Source: an optimization exercise on an open RTL-to-GDS flow (aim: small area). Production flows keep margins and buffers that such runs may drop. Where RTL was checked, it was by simulation tests only, not by an equivalence proof against the original. Power is estimated from default activity; no workload was simulated.

== run C ==
Design npu_ctrl, start of the top module:
module npu_ctrl #(
    parameter int unsigned N     = 4,
    parameter int unsigned KTAPS = 3
) (
    input  logic        clk,
    input  logic        rst_n,
    input  logic        npu_start_matrix_mul,
    input  logic        npu_start_conv,
    output logic        npu_done,
    output logic        busy,
    input  logic [63:0] a_base,
    input  logic [63:0] b_base,
    input  logic [63:0] c_base,
    output logic        mem_req,
    output logic        mem_we,
    output logic [63:0] mem_addr,
    output logic [63:0] mem_wdata,
    input  logic        mem_ready,
    input  logic        mem_rvalid,
    input  logic [63:0] mem_rdata
);
For scale: about 770 cells after synthesis, about 280 flip-flops, about 390 I/O pins.
clock: 20.0 ns
lec_check: 0
cap_margin: 5
core_margin: 2
core_utilization: 40
slew_margin: 5
synth_hierarchical: 1
synth_minimum_keep_size: 0
standard.sh (not shown) runs the stock make flow with config.mk's settings and CLKGATE_MAP_FILE= SYNTH_SCRIPT=/design/flow/synth_recipe.tcl, a recipe that flattens the netlist after the stock synthesis.
==> flow/flow/run.sh <==
#!/bin/bash
set -euo pipefail
bash standard.sh \
  "BUFFER_PORTS_ARGS=-buffer_cell sky130_fd_sc_hd__buf_1" \
  "CTS_ARGS=-sink_clustering_enable -repair_clock_nets -dont_use_dummy_load -sink_clustering_size 28 -sink_clustering_max_diameter 120 -buf_list {sky130_fd_sc_hd__clkbuf_16}" \
  finish > standard_flow.log 2>&1
> inputs changed (run C -> run E)
- CAP_MARGIN: 5 -> 20
- SLEW_MARGIN: 5 -> 20
==> flow/flow/run.sh <==
#!/bin/bash
set -euo pipefail
bash standard.sh \
  "BUFFER_PORTS_ARGS=-buffer_cell sky130_fd_sc_hd__buf_1" \
  "CTS_ARGS=-sink_clustering_enable -repair_clock_nets -dont_use_dummy_load -sink_clustering_size 28 -sink_clustering_max_diameter 120 -buf_list {sky130_fd_sc_hd__clkbuf_8 sky130_fd_sc_hd__clkbuf_16} -root_buf sky130_fd_sc_hd__clkbuf_8 -tree_buf sky130_fd_sc_hd__clkbuf_8 -sink_clustering_buffer sky130_fd_sc_hd__clkbuf_16" \
  finish > standard_flow.log 2>&1
Run E finished end to end and its layout was clean on timing, DRC and antenna. For multi-input gate share of total cell area, run C and run E come out practically identical. Any difference in sequential share of cell area between run C and run E is small enough to ignore. The overall track demand over capacity in global routing was comparable across run C and run E. Relative area of non-clock buffer cells in the final design of run E is on par with run C. Total power of the final layout (run E over run C): decrease, about 0.9%. In the tables for run C and run E, synthesis-to-layout area growth reads higher with run C. Run C and run E ended up with roughly the same via count. Any difference in core utilization of the finished layout between run E and run C is small enough to ignore. Total net switching power of run E is on par with run C. On post-layout instance area, run E tracks run C almost exactly. For highest clock frequency the design can meet, run E and run C come out practically identical.

---

npu_ctrl, a different RTL version from the one above (not shown whole).
Size in the first run: ~800 cells after synthesis, about 280 flip-flops, ~390 I/O pins, roughly 0.013 mm² of cells after synthesis.
export LEC_CHECK = 0
export CAP_MARGIN = 20
export CORE_MARGIN = 2
export CORE_UTILIZATION = 40
export SLEW_MARGIN = 20
export SYNTH_HIERARCHICAL = 1
export SYNTH_MINIMUM_KEEP_SIZE = 0
create_clock -name core_clock -period 20.0 [get_ports {clk}]
==> flow/flow/run.sh <==
#!/bin/bash
set -euo pipefail
bash standard.sh \
  "BUFFER_PORTS_ARGS=-buffer_cell sky130_fd_sc_hd__buf_1" \
  "CTS_ARGS=-sink_clustering_enable -repair_clock_nets -dont_use_dummy_load -sink_clustering_size 20 -sink_clustering_max_diameter 60 -buf_list {sky130_fd_sc_hd__clkbuf_8}" \
  finish > standard_flow.log 2>&1
The baseline completed without violations.
Change:
==> flow/flow/run.sh (replaced) <==
#!/bin/bash
set -euo pipefail
bash standard.sh \
  "BUFFER_PORTS_ARGS=-buffer_cell sky130_fd_sc_hd__buf_1" \
  "CTS_ARGS=-sink_clustering_enable -repair_clock_nets -dont_use_dummy_load -sink_clustering_size 28 -sink_clustering_max_diameter 120 -buf_list {sky130_fd_sc_hd__clkbuf_16}" \
  finish > standard_flow.log 2>&1
--- a/flow/config.mk
+++ b/flow/config.mk
@@ -8,5 +8,5 @@
 export CAP_MARGIN = 20
 export CORE_MARGIN = 2
-export CORE_UTILIZATION = 40
+export CORE_UTILIZATION = 65
 export SLEW_MARGIN = 20
 export SYNTH_HIERARCHICAL = 1
Result: Wire length shrinks by about 6.4%. Worst setup slack degrades by 0.080 ns. Synthesized cell count stays the same. Design area shrinks by about 1.6%. Non-clock buffer count shrinks by 1. Utilization grows by 30 points. Register-to-register slack improves by 0.17 ns. Via count hardly moves.
Change:
--- a/flow/config.mk
+++ b/flow/config.mk
@@ -8,5 +8,5 @@
 export CAP_MARGIN = 20
 export CORE_MARGIN = 2
-export CORE_UTILIZATION = 65
+export CORE_UTILIZATION = 40
 export SLEW_MARGIN = 20
 export SYNTH_HIERARCHICAL = 1
The new run ran to the end with no violations.
Synthesized area does not change.
Synthesized cell count does not change.
Critical path depth falls by 1.
Worst setup slack gets better by 0.063 ns.
Wire length rises by 5.9%.
Die area rises by 61%.
Via count falls by 1.1%.
Total power rises by 1.2%.

---

npu_ctrl, a different RTL version from the one above (not shown whole).
Size in the first run: about 1,000 cells after synthesis, about 280 flip-flops, roughly 390 I/O pins.
Settings: LEC_CHECK=0, CAP_MARGIN=20, CORE_MARGIN=2, CORE_UTILIZATION=40, SLEW_MARGIN=20; clock period 20.0 ns.
==> flow/flow/run.sh <==
#!/bin/bash
set -euo pipefail
bash standard.sh \
  "BUFFER_PORTS_ARGS=-buffer_cell sky130_fd_sc_hd__buf_1" \
  "CTS_ARGS=-sink_clustering_enable -repair_clock_nets -dont_use_dummy_load -sink_clustering_size 28 -sink_clustering_max_diameter 120 -buf_list {sky130_fd_sc_hd__clkbuf_16}" \
  finish > standard_flow.log 2>&1
The baseline finished with timing, DRC and antenna clean.
Edit:
==> flow/flow/run.sh (replaced) <==
#!/bin/bash
set -euo pipefail
bash standard.sh \
  "BUFFER_PORTS_ARGS=-buffer_cell sky130_fd_sc_hd__buf_1" \
  "CTS_ARGS=-sink_clustering_enable -repair_clock_nets -dont_use_dummy_load -sink_clustering_size 18 -sink_clustering_max_diameter 80 -buf_list {sky130_fd_sc_hd__clkbuf_4 sky130_fd_sc_hd__clkbuf_8}" \
  finish > standard_flow.log 2>&1
The new run went through all stages and came out clean.
Area after synthesis is unchanged.
Synthesized cell count stays the same.
Via count came out higher slightly.
Fmax is about the same.
Count of clock-buffer cells in the layout grows by 7.
Global-route usage grows by 0.11 points.
First-iteration DRC count came out higher by a few percent.
Register-to-register slack stays flat.
Total power fell slightly.
Sequential power hardly moves.
Setup slack gains 41 ps.

---

== job 101 ==
Another version of the RTL of npu_ctrl (not shown whole).
Size in the first run: about 390 I/O pins.
==> flow/config.mk <==
export PLATFORM = sky130hd
export DESIGN_NAME = npu_ctrl
export DESIGN_NICKNAME = npu_ctrl
export VERILOG_FILES = /design/flow/design.v
export SDC_FILE = /design/flow/constraint.sdc
export NUM_CORES = 4
export LEC_CHECK = 0
export CAP_MARGIN = 20
export CORE_MARGIN = 2
export CORE_UTILIZATION = 40
export SLEW_MARGIN = 20
export SYNTH_HIERARCHICAL = 1
export SYNTH_MINIMUM_KEEP_SIZE = 0
==> flow/constraint.sdc <==
create_clock -name core_clock -period 20.0 [get_ports {clk}]
set_input_delay 4.0000 -clock core_clock [delete_from_list [all_inputs] [get_ports {clk}]]
set_output_delay 4.0000 -clock core_clock [all_outputs]
set_load 0.01 [all_outputs]
==> flow/flow/run.sh <==
#!/bin/bash
set -euo pipefail
bash standard.sh \
  "BUFFER_PORTS_ARGS=-buffer_cell sky130_fd_sc_hd__buf_1" \
  "CTS_ARGS=-sink_clustering_enable -repair_clock_nets -dont_use_dummy_load -sink_clustering_size 28 -sink_clustering_max_diameter 120 -buf_list {sky130_fd_sc_hd__clkbuf_4 sky130_fd_sc_hd__clkbuf_16} -root_buf sky130_fd_sc_hd__clkbuf_4 -tree_buf sky130_fd_sc_hd__clkbuf_4 -sink_clustering_buffer sky130_fd_sc_hd__clkbuf_16" \
  finish > standard_flow.log 2>&1
Inputs modified between job 101 and job 102:
==> flow/flow/run.sh <==
#!/bin/bash
set -euo pipefail
bash standard.sh \
  "BUFFER_PORTS_ARGS=-buffer_cell sky130_fd_sc_hd__buf_1" \
  "CTS_ARGS=-sink_clustering_enable -repair_clock_nets -dont_use_dummy_load -sink_clustering_size 28 -sink_clustering_max_diameter 120 -buf_list {sky130_fd_sc_hd__clkbuf_8 sky130_fd_sc_hd__clkbuf_16} -root_buf sky130_fd_sc_hd__clkbuf_8 -tree_buf sky130_fd_sc_hd__clkbuf_8 -sink_clustering_buffer sky130_fd_sc_hd__clkbuf_16" \
  finish > standard_flow.log 2>&1
==> summary.txt <==
- From job 101 to job 102 the numbers moved as follows: maximum frequency +0.55%, power +0.0065 mW, met2 wire length +about 0.44%, final area ~0 delta.
- Job 102 vs job 101: register share of total power down in job 102

---

cedar:
npu_ctrl, a different RTL version from the one above (not shown whole).
For scale: about 1,500 cells after synthesis, ~280 flip-flops, about 390 I/O pins, ~16,000 um^2 of cells after synthesis.
// npu_ctrl
module npu_ctrl #(
    parameter int unsigned N     = 4,
    parameter int unsigned KTAPS = 3
) (
    input  logic        clk,
    input  logic        rst_n,
    input  logic        npu_start_matrix_mul,
    input  logic        npu_start_conv,
    output logic        npu_done,
    output logic        busy,
    input  logic [63:0] a_base,
    input  logic [63:0] b_base,
    input  logic [63:0] c_base,
    output logic        mem_req,
    output logic        mem_we,
    output logic [63:0] mem_addr,
    output logic [63:0] mem_wdata,
    input  logic        mem_ready,
    input  logic        mem_rvalid,
    input  logic [63:0] mem_rdata
);
make LEC_CHECK=0 CAP_MARGIN=20 CORE_MARGIN=2 CORE_UTILIZATION=40 SLEW_MARGIN=20 finish   # period 20.0 ns
run.sh (not shown) runs the stock make flow with config.mk's settings and CLKGATE_MAP_FILE= SYNTH_SCRIPT=/design/flow/synth_recipe.tcl, a recipe that flattens the netlist after the stock synthesis.
Stock flow here: none of the scripts above is used.
The inputs of indigo differ from those of cedar as listed below.
# cedar
export LEC_CHECK = 0
export CAP_MARGIN = 20
export CORE_MARGIN = 2
export CORE_UTILIZATION = 40
export SLEW_MARGIN = 20
create_clock -name core_clock -period 20.0 [get_ports {clk}]
# indigo
export LEC_CHECK = 0
export ABC_AREA = 1
export CAP_MARGIN = 20
export CORE_MARGIN = 2
export CORE_UTILIZATION = 40
export SLEW_MARGIN = 20
create_clock -name core_clock -period 20.0 [get_ports {clk}]
==> flow/flow/run.sh (new file) <==
#!/bin/bash
set -euo pipefail
bash standard.sh \
  "BUFFER_PORTS_ARGS=-buffer_cell sky130_fd_sc_hd__buf_1" \
  "CTS_ARGS=-sink_clustering_enable -repair_clock_nets -dont_use_dummy_load -buf_list sky130_fd_sc_hd__clkbuf_4 sky130_fd_sc_hd__clkbuf_8" \
  finish > standard_flow.log 2>&1
==> flow/standard.sh (new file) <==
#!/bin/bash
# synth_recipe.tcl (not shown) runs the flow's synth.tcl, then flattens the netlist and writes it again
# the make line also repeats each setting of config.mk as NAME=value (left out here)
make -C /OpenROAD-flow-scripts/flow DESIGN_CONFIG=/design/flow/config.mk WORK_HOME=/design/flow/orfs CLKGATE_MAP_FILE= SYNTH_SCRIPT=/design/flow/synth_recipe.tcl "${@:-finish}"
removed: flow/run.sh
==> comparison <==
- indigo | ERROR | clock tree synthesis
- Relative to cedar, the area after detailed placement measured on indigo has increased by a few percent.
- Synthesized cell count, cedar and indigo, lower one = cedar.
- Sum of net half-perimeters after detailed placement deteriorates in indigo relative to cedar.
Input-level comparison between raven and indigo:
==> flow/flow/run.sh <==
#!/bin/bash
set -euo pipefail
bash standard.sh \
  "BUFFER_PORTS_ARGS=-buffer_cell sky130_fd_sc_hd__buf_1" \
  "CTS_ARGS=-sink_clustering_enable -repair_clock_nets -dont_use_dummy_load -buf_list {sky130_fd_sc_hd__clkbuf_4 sky130_fd_sc_hd__clkbuf_8}" \
  finish > standard_flow.log 2>&1
[summary]
- Diff raven..indigo | minimum setup slack after placement | unchanged
- On compound-gate portion of the synthesized area, raven and indigo are basically level.
- From raven to indigo, distinct cell type count of the synthesized netlist did not move at all.
- Diff raven..indigo | gate count after technology mapping | unchanged
- Summary of raven over indigo: HPWL after detailed placement held steady; instance area at placement was more or less identical; post-synthesis area per instance held; number of storage elements in the synthesis netlist stayed essentially flat.
- In summary, raven completed successfully, with a layout that passed the timing, design-rule and antenna checks.
Function was not checked in any run of this note: the RTL went through the layout flow alone.

---

npu_ctrl, a different RTL version from the one above (not shown whole).
For scale: about 1900 cells after synthesis, ~390 I/O pins, about 16000 um^2 of cells after synthesis.
==> flow/design.v (excerpt) <==
module npu_ctrl #(
    parameter int unsigned N     = 4,
    parameter int unsigned KTAPS = 3
) (
    input  logic        clk,
    input  logic        rst_n,
    input  logic        npu_start_matrix_mul,
    input  logic        npu_start_conv,
    output logic        npu_done,
    output logic        busy,
    input  logic [63:0] a_base,
    input  logic [63:0] b_base,
    input  logic [63:0] c_base,
    output logic        mem_req,
    output logic        mem_we,
    output logic [63:0] mem_addr,
    output logic [63:0] mem_wdata,
    input  logic        mem_ready,
    input  logic        mem_rvalid,
    input  logic [63:0] mem_rdata
);
    localparam logic [1:0] S_IDLE = 2'd0, S_RUN = 2'd1, S_WR = 2'd2;
    logic [1:0]  st_q;
    logic        conv_q;         
    logic [3:0]  e_q;            
    logic [5:0]  t_q;            
    logic [1:0]  k_q;            
    logic        ty_q;           
    logic [1:0]  out_q;          
    logic        bit_q;          
    logic [63:0] acc_q;
    logic [63:0] ab_q, bb_q, cb_q;
    wire run  = (st_q == S_RUN);
    wire wr   = (st_q == S_WR);
    wire idle = (st_q == S_IDLE);
    wire       k_last   = conv_q ? (k_q == 2'd2) : (k_q == 2'd3);
    wire [1:0] k_next   = k_last ? 2'd0 : k_q + 2'd1;
    wire       resp_end = ty_q & k_last & (t_q == 6'd63);
  ...
Settings: LEC_CHECK=0, ABC_AREA=1, CAP_MARGIN=20, CORE_MARGIN=2, CORE_UTILIZATION=40, SLEW_MARGIN=20; clock period 20.0 ns.
standard.sh (not shown) runs the stock make flow with config.mk's settings and CLKGATE_MAP_FILE= SYNTH_SCRIPT=/design/flow/synth_recipe.tcl, a recipe that flattens the netlist after the stock synthesis.
==> flow/flow/run.sh <==
#!/bin/bash
set -euo pipefail
bash standard.sh \
  "BUFFER_PORTS_ARGS=-buffer_cell sky130_fd_sc_hd__buf_1" \
  "CTS_ARGS=-sink_clustering_enable -repair_clock_nets -dont_use_dummy_load -buf_list sky130_fd_sc_hd__clkbuf_4 sky130_fd_sc_hd__clkbuf_8" \
  finish > standard_flow.log 2>&1
The starting point stopped in 4_1_cts.
Edit:
==> flow/flow/run.sh (replaced) <==
#!/bin/bash
set -euo pipefail
bash standard.sh \
  "BUFFER_PORTS_ARGS=-buffer_cell sky130_fd_sc_hd__buf_1" \
  "CTS_ARGS=-sink_clustering_enable -repair_clock_nets -dont_use_dummy_load -buf_list {sky130_fd_sc_hd__clkbuf_4 sky130_fd_sc_hd__clkbuf_8}" \
  finish > standard_flow.log 2>&1
This time the run produced a layout that fails on negative setup slack.
Synthesized cell count stays the same.
Synthesized area does not change.
No run of this note included a check of the RTL's function; only the layout flow was run.

re-timing with driven ports:
How much do the figures lean on ideal ports? The routed layouts below were timed once more, with nothing changed but the port constraints. Step 1, drivers: a clkbuf_16 drives clk and a buf_2 each remaining input, both assumed. Step 2 also shifts input and output timing later by t, the mid clock arrival at the registers, as if the neighbouring blocks saw the same clock. Three values: ideal ports, drivers, drivers and shift; two values: the first two.
run	t (ns)	setup WS [ns]	latest minus earliest clock arrival (ns)
run C	0.534	1.139 / 1.088 / 1.622	0.028 / 0.028
run E	0.581	1.098 / 1.049 / 1.630	0.032 / 0.032
the first run of note 2	0.609	0.670 / 0.626 / 1.234	0.073 / 0.073
the second run of note 2	0.520	0.589 / 0.543 / 1.063	0.016 / 0.016
the third run of note 2	0.532	0.652 / 0.606 / 1.138	0.026 / 0.025
the first run of note 3	0.546	3.059 / 3.071 / 2.525	0.023 / 0.023
the second run of note 3	0.585	3.100 / 3.106 / 2.521	0.071 / 0.072
job 101	0.669	0.788 / 0.746 / 1.415	0.020 / 0.020
job 102	0.561	0.893 / 0.851 / 1.412	0.023 / 0.024
cedar	0.592	9.888 / 9.834 / 10.421	0.022 / 0.022
raven	0.665	10.807 / 10.749 / 11.333	0.037 / 0.037
the second run of note 6	0.647	-6.249 / -6.249 / -6.895	0.046 / 0.045
The setup slack of the second run of note 6, which loses most, moves by 0.000 ns with the drivers and by -0.646 ns with both steps.
